Context: an optimization exercise on an open-source flow, tuned for small area and a short achievable clock period. The choices shown serve that exercise and are no tape-out recipe. Only simulation tests tie the RTL to the original design; equivalence was not proved. Power figures rest on the tool's default switching activity, not on a simulated workload.

==> flow/design.v <==
package sampler_pkg;
    localparam int N_CH       = 4;
    localparam int SAMPLE_W   = 14;
    localparam int CH_ID_W    = 2;
    localparam int CNT_W      = 8;
    localparam int FIFO_DEPTH = 16;
    localparam int FIFO_PTR_W = $clog2(FIFO_DEPTH);
    localparam int FIFO_CNT_W = FIFO_PTR_W + 1;      
    localparam int WORD_W     = 32;
    localparam int RSVD_W     = WORD_W - 2 - CH_ID_W - SAMPLE_W;
    typedef logic [SAMPLE_W-1:0] sample_t;
    typedef logic [CNT_W-1:0]    cnt_t;
    typedef struct packed {
        logic               first;       
        logic               rsvd_hi;     
        logic [CH_ID_W-1:0] ch_id;       
        logic [RSVD_W-1:0]  rsvd_lo;     
        sample_t            sample;      
    } out_word_t;
    typedef enum logic [1:0] {
        IDLE,
        DELAY,
        HIGH
    } pulse_state_t;
    typedef enum logic {
        WAIT_TRIG,
        RECORD
    } rx_state_t;
    typedef enum logic {
        TRIG_GATE,
        TRIG_THRESH
    } trig_src_t;
endpackage
`timescale 1ns/1ps
module pulse_gen (
    input  logic              ADC_ENC,
    input  logic              i_rst_n,
    input  logic              i_start,
    input  sampler_pkg::cnt_t i_delay,
    input  sampler_pkg::cnt_t i_width,
    output logic              o_pulse
);
    sampler_pkg::pulse_state_t state;
    sampler_pkg::cnt_t         cnt;           
    logic         start_q;
    logic         start_rise;
    assign start_rise = i_start & ~start_q;
    always_ff @(posedge ADC_ENC)
    begin
        if (!i_rst_n)
        begin
            state   <= sampler_pkg::IDLE;
            cnt     <= '0;
            start_q <= 1'b0;
            o_pulse <= 1'b0;
        end
        else
        begin
            start_q <= i_start;
            case (state)
                sampler_pkg::IDLE:
                begin
                    if (start_rise)
                    begin
                        state <= sampler_pkg::DELAY;
                        cnt   <= i_delay;    
                    end
                end
                sampler_pkg::DELAY:
                begin
                    if (cnt == '0)
                    begin
                        state   <= sampler_pkg::HIGH;
                        cnt     <= i_width - 1'b1;
                        o_pulse <= 1'b1;
                    end
                    else
                    begin
                        cnt <= cnt - 1'b1;
                    end
                end
                sampler_pkg::HIGH:
                begin
                    if (cnt == '0)
                    begin
                        state   <= sampler_pkg::IDLE;
                        o_pulse <= 1'b0;
                    end
                    else
                    begin
                        cnt <= cnt - 1'b1;
                    end
                end
                default:
                begin
                    state   <= sampler_pkg::IDLE;
                    o_pulse <= 1'b0;
                end
            endcase
        end
    end
endmodule
`timescale 1ns/1ps
module adc_trigger (
    input  logic                   ADC_ENC,
    input  logic                   i_rst_n,
    input  sampler_pkg::trig_src_t i_src,
    input  logic                   i_gate,
    input  sampler_pkg::sample_t   i_sample,
    input  sampler_pkg::sample_t   i_threshold,
    output logic                   o_trig
);
    logic gate_q;
    logic above;
    logic above_q;
    logic gate_evt;
    logic thresh_evt;
    assign above      = (i_sample > i_threshold);
    assign gate_evt   = i_gate & ~gate_q;        
    assign thresh_evt = above & ~above_q;        
    always_ff @(posedge ADC_ENC)
    begin
        above_q <= above;
    end
    always_ff @(posedge ADC_ENC)
    begin
        if (!i_rst_n)
        begin
            gate_q <= 1'b0;
            o_trig <= 1'b0;
        end
        else
        begin
            gate_q <= i_gate;
            o_trig <= (i_src == sampler_pkg::TRIG_GATE) ? gate_evt : thresh_evt;
        end
    end
endmodule
`timescale 1ns/1ps
module adc_channel_rx #(
    parameter int CH_ID = 0
) (
    input  logic                   ADC_ENC,
    input  logic                   i_rst_n,
    input  logic                   i_trig,
    input  sampler_pkg::sample_t   i_sample,
    input  sampler_pkg::cnt_t      i_rec_len,
    input  logic                   i_read,
    output logic                   o_empty,
    output sampler_pkg::out_word_t o_data,
    output logic                   o_lost
);
    sampler_pkg::rx_state_t             state;
    sampler_pkg::cnt_t                  rec_cnt;
    logic [sampler_pkg::WORD_W-1:0]     mem [0:sampler_pkg::FIFO_DEPTH-1];
    logic [sampler_pkg::FIFO_PTR_W-1:0] wr_ptr;
    logic [sampler_pkg::FIFO_PTR_W-1:0] rd_ptr;
    logic [sampler_pkg::FIFO_CNT_W-1:0] fill;
    sampler_pkg::out_word_t             wr_word;
    logic                  full;
    logic                  wr_req;
    logic                  do_wr;
    logic                  do_rd;
    assign full    = (fill == sampler_pkg::FIFO_CNT_W'(sampler_pkg::FIFO_DEPTH));
    assign o_empty = (fill == '0);
    assign o_data  = mem[rd_ptr];
    assign wr_req  = (state == sampler_pkg::RECORD);
    assign do_wr   = wr_req & ~full;
    assign do_rd   = i_read & ~o_empty;
    always_comb
    begin
        wr_word        = '0;
        wr_word.first  = (rec_cnt == '0);
        wr_word.ch_id  = sampler_pkg::CH_ID_W'(CH_ID);
        wr_word.sample = i_sample;
    end
    always_ff @(posedge ADC_ENC)
    begin
        if (!i_rst_n)
        begin
            state   <= sampler_pkg::WAIT_TRIG;
            rec_cnt <= '0;
        end
        else if (state == sampler_pkg::WAIT_TRIG)
        begin
            rec_cnt <= '0;
            if (i_trig)
                state <= sampler_pkg::RECORD;
        end
        else if (rec_cnt == i_rec_len - sampler_pkg::cnt_t'(1))
        begin
            state <= sampler_pkg::WAIT_TRIG;      
        end
        else
        begin
            rec_cnt <= rec_cnt + 1'b1;
        end
    end
    always_ff @(posedge ADC_ENC)
    begin
        if (do_wr)
            mem[wr_ptr] <= wr_word;
    end
    always_ff @(posedge ADC_ENC)
    begin
        if (!i_rst_n)
        begin
            wr_ptr <= '0;
            rd_ptr <= '0;
            fill   <= '0;
            o_lost <= 1'b0;
        end
        else
        begin
            if (do_wr)
                wr_ptr <= wr_ptr + 1'b1;     
            if (do_rd)
                rd_ptr <= rd_ptr + 1'b1;
            case ({do_wr, do_rd})
                2'b10:   fill <= fill + 1'b1;
                2'b01:   fill <= fill - 1'b1;
                default: fill <= fill;
            endcase
            if (wr_req && full)
                o_lost <= 1'b1;      
        end
    end
endmodule
`timescale 1ns/1ps
module rr_arbiter (
    input  logic                                        ADC_ENC,
    input  logic                                        i_rst_n,
    input  logic [sampler_pkg::N_CH-1:0]                i_ch_en,
    input  logic [sampler_pkg::N_CH-1:0]                i_empty,
    input  logic [sampler_pkg::N_CH-1:0][sampler_pkg::WORD_W-1:0] i_data,
    output logic [sampler_pkg::N_CH-1:0]                o_read,
    output logic                                        o_out_valid,
    output sampler_pkg::out_word_t                      o_out_data,
    input  logic                                        i_out_ready
);
    logic [sampler_pkg::N_CH-1:0]    req;
    logic [sampler_pkg::CH_ID_W-1:0] last_q;
    logic [sampler_pkg::CH_ID_W-1:0] cand;
    logic [sampler_pkg::CH_ID_W-1:0] gnt;
    logic               found;
    logic               can_load;
    logic               load;
    assign req      = i_ch_en & ~i_empty;
    assign can_load = ~o_out_valid | i_out_ready;    
    assign load     = found & can_load;
    always_comb
    begin
        cand  = last_q;
        gnt   = last_q;
        found = 1'b0;
        for (int off = sampler_pkg::N_CH; off >= 1; off--)
        begin
            cand = sampler_pkg::CH_ID_W'((int'(last_q) + off) % sampler_pkg::N_CH);
            if (req[cand])
            begin
                gnt   = cand;
                found = 1'b1;
            end
        end
    end
    always_comb
    begin
        o_read = '0;
        if (load)
            o_read[gnt] = 1'b1;
    end
    always_ff @(posedge ADC_ENC)
    begin
        if (!i_rst_n)
        begin
            last_q      <= '0;
            o_out_valid <= 1'b0;
        end
        else if (load)
        begin
            last_q      <= gnt;
            o_out_valid <= 1'b1;
        end
        else if (i_out_ready)
        begin
            o_out_valid <= 1'b0;
        end
    end
    always_ff @(posedge ADC_ENC)
    begin
        if (load)
            o_out_data <= i_data[gnt];   
    end
endmodule
`timescale 1ns/1ps
module ccpd_top (
    input  logic                                       ADC_ENC,
    input  logic                                       i_rst_n,
    input  logic                                       i_gate_start,
    input  sampler_pkg::cnt_t                          i_gate_delay,
    input  sampler_pkg::cnt_t                          i_gate_width,
    input  sampler_pkg::cnt_t                          i_inj_delay,
    input  sampler_pkg::cnt_t                          i_inj_width,
    input  sampler_pkg::cnt_t                          i_rec_len,
    input  sampler_pkg::trig_src_t                     i_trig_src,
    input  sampler_pkg::sample_t                       i_threshold,
    input  logic [sampler_pkg::N_CH-1:0][sampler_pkg::SAMPLE_W-1:0] i_adc_sample,
    input  logic [sampler_pkg::N_CH-1:0]               i_ch_en,
    input  logic                                       i_out_ready,
    output logic                                       o_ccpd_gate,
    output logic                                       o_ccpd_injection,
    output logic                                       o_out_valid,
    output sampler_pkg::out_word_t                     o_out_data,
    output logic [sampler_pkg::N_CH-1:0]               o_lost
);
    logic                   gate_pulse;
    logic                   adc_trig;
    logic [sampler_pkg::N_CH-1:0]        ch_empty;
    logic [sampler_pkg::N_CH-1:0]        ch_read;
    logic [sampler_pkg::N_CH-1:0][sampler_pkg::WORD_W-1:0] ch_data;
    assign o_ccpd_gate = gate_pulse;
    pulse_gen gate_gen (
        .ADC_ENC (ADC_ENC),
        .i_rst_n (i_rst_n),
        .i_start (i_gate_start),
        .i_delay (i_gate_delay),
        .i_width (i_gate_width),
        .o_pulse (gate_pulse)
    );
    pulse_gen inj_gen (
        .ADC_ENC (ADC_ENC),
        .i_rst_n (i_rst_n),
        .i_start (gate_pulse),       
        .i_delay (i_inj_delay),
        .i_width (i_inj_width),
        .o_pulse (o_ccpd_injection)
    );
    adc_trigger trig_unit (
        .ADC_ENC     (ADC_ENC),
        .i_rst_n     (i_rst_n),
        .i_src       (i_trig_src),
        .i_gate      (gate_pulse),
        .i_sample    (i_adc_sample[0]),      
        .i_threshold (i_threshold),
        .o_trig      (adc_trig)
    );
    for (genvar i = 0; i < sampler_pkg::N_CH; i++)
    begin : ch_gen
        adc_channel_rx #(
            .CH_ID (i)
        ) rx (
            .ADC_ENC   (ADC_ENC),
            .i_rst_n   (i_rst_n),
            .i_trig    (adc_trig),
            .i_sample  (i_adc_sample[i]),
            .i_rec_len (i_rec_len),
            .i_read    (ch_read[i]),
            .o_empty   (ch_empty[i]),
            .o_data    (ch_data[i]),
            .o_lost    (o_lost[i])
        );
    end
    rr_arbiter arbiter (
        .ADC_ENC     (ADC_ENC),
        .i_rst_n     (i_rst_n),
        .i_ch_en     (i_ch_en),
        .i_empty     (ch_empty),
        .i_data      (ch_data),
        .o_read      (ch_read),
        .o_out_valid (o_out_valid),
        .o_out_data  (o_out_data),
        .i_out_ready (i_out_ready)
    );
endmodule
==> flow/run.sh <==
#!/bin/bash
# synth_recipe.tcl (not shown) runs the flow's synth.tcl, then flattens the netlist and writes it again
# the make line also repeats each setting of config.mk as NAME=value (left out here)
make -C /OpenROAD-flow-scripts/flow DESIGN_CONFIG=/design/flow/config.mk WORK_HOME=/design/flow/orfs CLKGATE_MAP_FILE= SYNTH_SCRIPT=/design/flow/synth_recipe.tcl finish
==> flow/config.mk <==
export PLATFORM = sky130hd
export DESIGN_NAME = ccpd_top
export DESIGN_NICKNAME = ccpd_top
export VERILOG_FILES = /design/flow/design.v
export SDC_FILE = /design/flow/constraint.sdc
export NUM_CORES = 4
export LEC_CHECK = 0
export CAP_MARGIN = 20
export CORE_MARGIN = 2
export CORE_UTILIZATION = 40
export SLEW_MARGIN = 20
==> flow/constraint.sdc <==
create_clock -name core_clock -period 6.0 [get_ports {ADC_ENC}]
set_input_delay 1.2000 -clock core_clock [delete_from_list [all_inputs] [get_ports {ADC_ENC}]]
set_output_delay 1.2000 -clock core_clock [all_outputs]
set_load 0.01 [all_outputs]
==> results.py <==
metrics = {
    "critical_path": {
        "arrival_ns": 4.94,
        "cp_max_fo": 15,
        "cp_data_required_time_ns": 6.55,
        "start_kind": "flip-flop",
        "critPathCaptureType": "flip-flop",
        "critPathKind": "flip-flop to flip-flop",
    },
    "placed_design": {
        "place_inst": 4139,
        "place_ws_ns": 0.963,
        "dp_hpwl_mm": 65.9,
        "routabilityCongestion": 0.828,
        "io_buffers": 142,
    },
    "layout": {
        "n_fill_cell": 9564,
        "most-common-layout-cells": "977 x edfxtp_1, 300 x mux4_2, 209 x nor2_1, 142 x clkdlybuf4s50_1, 128 x dfxtp_1",
        "fin_nets": 2930,
        "fin_util": 0.465,
        "fin_cells": 4354,
        "layout.cells.most_common": "edfxtp_1",
        "drive_gt1_frac": 0.214,
        "area_growth_pct": 15.6,
    },
    "sta": {
        "hold_violations": 0,
        "fmax_mhz": 228,
        "finalSetupViolCount": 0,
        "worst_pin_slew_ns": 1.17,
        "slew_headroom": 0.217,
        "rsz0062_at_grt": "false",
        "layout_setup_ws_ns": 1.61,
        "finalSetupTns_ns": 0,
        "fin_skew_ns": 0.0251,
        "finalCriticalPeriod_ns": 4.39,
        "drv_slew": 0,
        "fin_crit_sh": 0.731,
    },
    "logic_synthesis": {
        "avgSynthCellArea_um2": 18.1,
        "synth-edff-count": 977,
        "synth.largest_area_cell": "edfxtp_1",
        "synth_area_mm2": 0.0459,
        "synth-seq-area-share": 0.698,
        "synth_top_flop_cell": "edfxtp_1",
        "synth.area.top_cells": "edfxtp_1 64%, mux4_2 15%, dfxtp_1 6.0%, ha_1 1.8%, nor2_1 1.7%",
        "post-synth-top-area-fraction": 0.639,
        "synth-warning-count": 7,
        "synth_cell_type_count": 79,
        "ys_ff_latch": 1114,
        "async_flop_share": 0,
        "syn_inst": 2539,
    },
    "routing": {
        "wire_per_inst_um": 24.5,
        "vias": 23800,
        "drtAntennaViolNets": 0,
        "first_pass_iters": 6,
        "wl_mm": 107,
        "viasPerCell": 5.48,
        "drt_iter0_drc": 2190,
        "drcViolationCount": 0,
    },
    "global_route": {
        "grt_pass1_wl_mm": 158,
        "grt_max_degree": 67,
        "antenna_found_initial": 4,
        "grtUsageTotal": 0.182,
        "grt_pass1_vias": 24600,
        "grt_overflow": 0,
    },
    "pwr": {
        "power_mw": 19.0,
        "power.switching_mw": 4.94,
        "power_frac_clock": 0.362,
        "swShare": 0.260,
        "p_seq_frac": 0.473,
        "p_int_mw": 14.1,
        "combinationalPowerShare": 0.165,
        "power_density_mw_per_mm2": 359,
        "p_leak_nw": 16.9,
        "vdd_drop_max_uv": 217,
    },
    "clocking": {
        "postCtsSetupBuffers": 0,
        "htree_num_levels": 3,
        "cts-buffers-inserted": 112,
        "cts_hold_buf": 0,
        "cts_tree": "done",
        "root_buffer": "clkbuf_16",
        "clockBufferDepth": 3,
        "clock_latency_ns": 0.69,
        "cts_num_sinks": 1114,
        "ctsResizeCount": 0,
        "clkTransAtPathRegs_ns": 0.06,
    },
    "status": {
        "outcome": "timing/DRC/antenna clean",
    },
    "die": {
        "io_pins": 158,
        "die_area_mm2": 0.118,
        "core-area_mm2": 0.114,
        "initial_core_util": 0.402,
        "die_w_um": 343,
        "die_y_um": 343,
        "floorplan.rows": 124,
    },
    "job": {
        "maxCapViolCount": 0,
    },
    "hold_path": {
        "worstHoldPathType": "flip-flop to flip-flop",
    },
}
-- final cells by class --
type | count | area [um2] | share of cell area
Multi-Input combinational cell | 1222 | 13100 | 0.247
Clock buffer | 151 | 3080 | 0.0580
Tap cell | 1512 | 1890 | 0.0356
Sequential cell | 1114 | 32100 | 0.604
Timing Repair Buffer | 231 | 2120 | 0.0400
Inverter | 63 | 240 | 0.00452
Clock inverter | 60 | 566 | 0.0106
Antenna cell | 1 | 2.50 | 0.0000471
-- path summary, 6_finish.rpt --
check | endpoint | slack, ns | startpoint | cells past startpoint
worst max register to register | ch_gen[1].rx.fill[4] | 1.61 | ch_gen[0].rx.fill[1] | 12
worst max-delay path | ch_gen[1].rx.fill[4] | 1.61 | ch_gen[0].rx.fill[1] | 12
worst min-delay path | gate_gen.cnt[6] | 0.48 | gate_gen.cnt[6] | 2
worst min register to register | gate_gen.cnt[6] | 0.48 | gate_gen.cnt[6] | 2
-- Yosys cell counts (5+ instances only) --
| cell | count |
|---|---|
| a211oi_1 | 26 |
| a21oi_1 | 56 |
| a31oi_1 | 12 |
| and2_1 | 15 |
| and3_1 | 13 |
| buf_1 | 22 |
| buf_4 | 22 |
| clkbuf_1 | 105 |
| dfxtp_1 | 137 |
| edfxtp_1 | 977 |
| ha_1 | 67 |
| inv_1 | 62 |
| mux2i_1 | 30 |
| mux4_2 | 300 |
| nand2_1 | 94 |
| nand2b_1 | 12 |
| nand3_1 | 18 |
| nand4_1 | 22 |
| nor2_1 | 209 |
| nor2b_1 | 22 |
| nor3_1 | 24 |
| nor3b_1 | 5 |
| nor4_1 | 15 |
| o21a_1 | 8 |
| o21ai_0 | 32 |
| o31ai_1 | 5 |
| or3_1 | 6 |
| or4_1 | 7 |
| or4b_2 | 6 |
| xnor2_1 | 55 |
| xnor3_1 | 20 |
| xor2_1 | 44 |
-- sequential cells by signal, indices dropped and copies added, names as in the netlist, 8 cells and up, named ones only --
name	count
ch_gen.rx.mem	960
ch_gen.rx.rec_cnt	32
ch_gen.rx.fill	20
arbiter.o_out_data	17
ch_gen.rx.rd_ptr	16
ch_gen.rx.wr_ptr	16
gate_gen.cnt	8
inj_gen.cnt	8
-- power groups by stage --
stage | Clock (mW) | Sequential [mW] | Combinational, mW
6_report | 6.89 | 9.01 | 3.14
5_1_grt | 7.36 | 9.06 | 3.40
4_1_cts | 7.04 | 9.07 | 3.05
3_5_place_dp | 0 | 9.23 | 3.04
3_3_place_gp | 0 | 9.22 | 2.95
2_1_floorplan | 0 | 8.95 | 2.25
-- cell families (layout without fill, tap and decap cells) --
group                      after synthesis  count (layout)  synth area share
other                                    1              16         0.0000816
DFF                                   1114            1114             0.698
AOI/OAI and AO/OA                      202             202            0.0298
adders and majority gates               67              67            0.0182
buffers and inverters                  217             505            0.0199
muxes                                  331             331             0.154
and+or+nand+nor                        488             488            0.0511
xor gates and xnor gates               119             119            0.0287
-- layer usage --
| layer | track usage | wire, um | share of wire | up-vias |
|---|---|---|---|---|
| li1 | - | - | - | 10500 |
| met3 | 0.0396 | 7230 | 0.068 | 160 |
| met4 | 0.0470 | 2060 | 0.019 | 8 |
| met1 | 0.249 | 45500 | 0.43 | 12500 |
| met2 | 0.295 | 51900 | 0.49 | 674 |
| met5 | 0 | 55 | 0.00052 | - |
-- critical path, stage by stage (launching register included) --
cell	delay (ns)
dfxtp_1	0.39
or4_1	0.65
o21ai_0	0.35
and3_1	0.27
a211oi_4	0.06
nor3_2	0.58
ha_1	0.56
xor2_1	0.13
ha_1	0.30
o311a_1	0.32
and3_1	0.19
o311ai_0	0.31
o41ai_1	0.12
-- per-stage QoR --
stage / cell area [um2] / hold WS (ns)
after floorplan: 46000 / 0.438
after global placement: 49400 / 0.462
after detailed placement: 49400 / 0.473
after CTS: 53100 / 0.481
after global routing: 53100 / 0.510
final: 53100 / 0.479

separate check: timing with driven ports:
In the flow no input, the clock included, has a driving cell. The finished layout below was timed again as built, in two steps. Step 1 (the two cells are an assumption about what drives the block):
set clk [get_ports {ADC_ENC}]
set_driving_cell -lib_cell sky130_fd_sc_hd__clkbuf_16 $clk
set_driving_cell -lib_cell sky130_fd_sc_hd__buf_2 [delete_from_list [all_inputs] $clk]
Step 2 moves the port delays by t, midway between the first and last clock arrival at a register: inputs arrive t later, outputs are due t later. That takes back most of the time a late clock gives input paths. a / b / c = no drivers / after step 1 / after step 2; a / b = the first two.
t (ns): 0.748
setup slack, ns: 1.613 / 1.613 / 0.926
hold WS [ns]: 0.479 / 0.479 / 0.479
worst setup path at the end: input to register
clock arrival spread, ns: 0.026 / 0.025
After both steps setup and hold are still met in this run. The setup slack of this run moves by 0.000 ns with the drivers and by -0.687 ns with both steps.
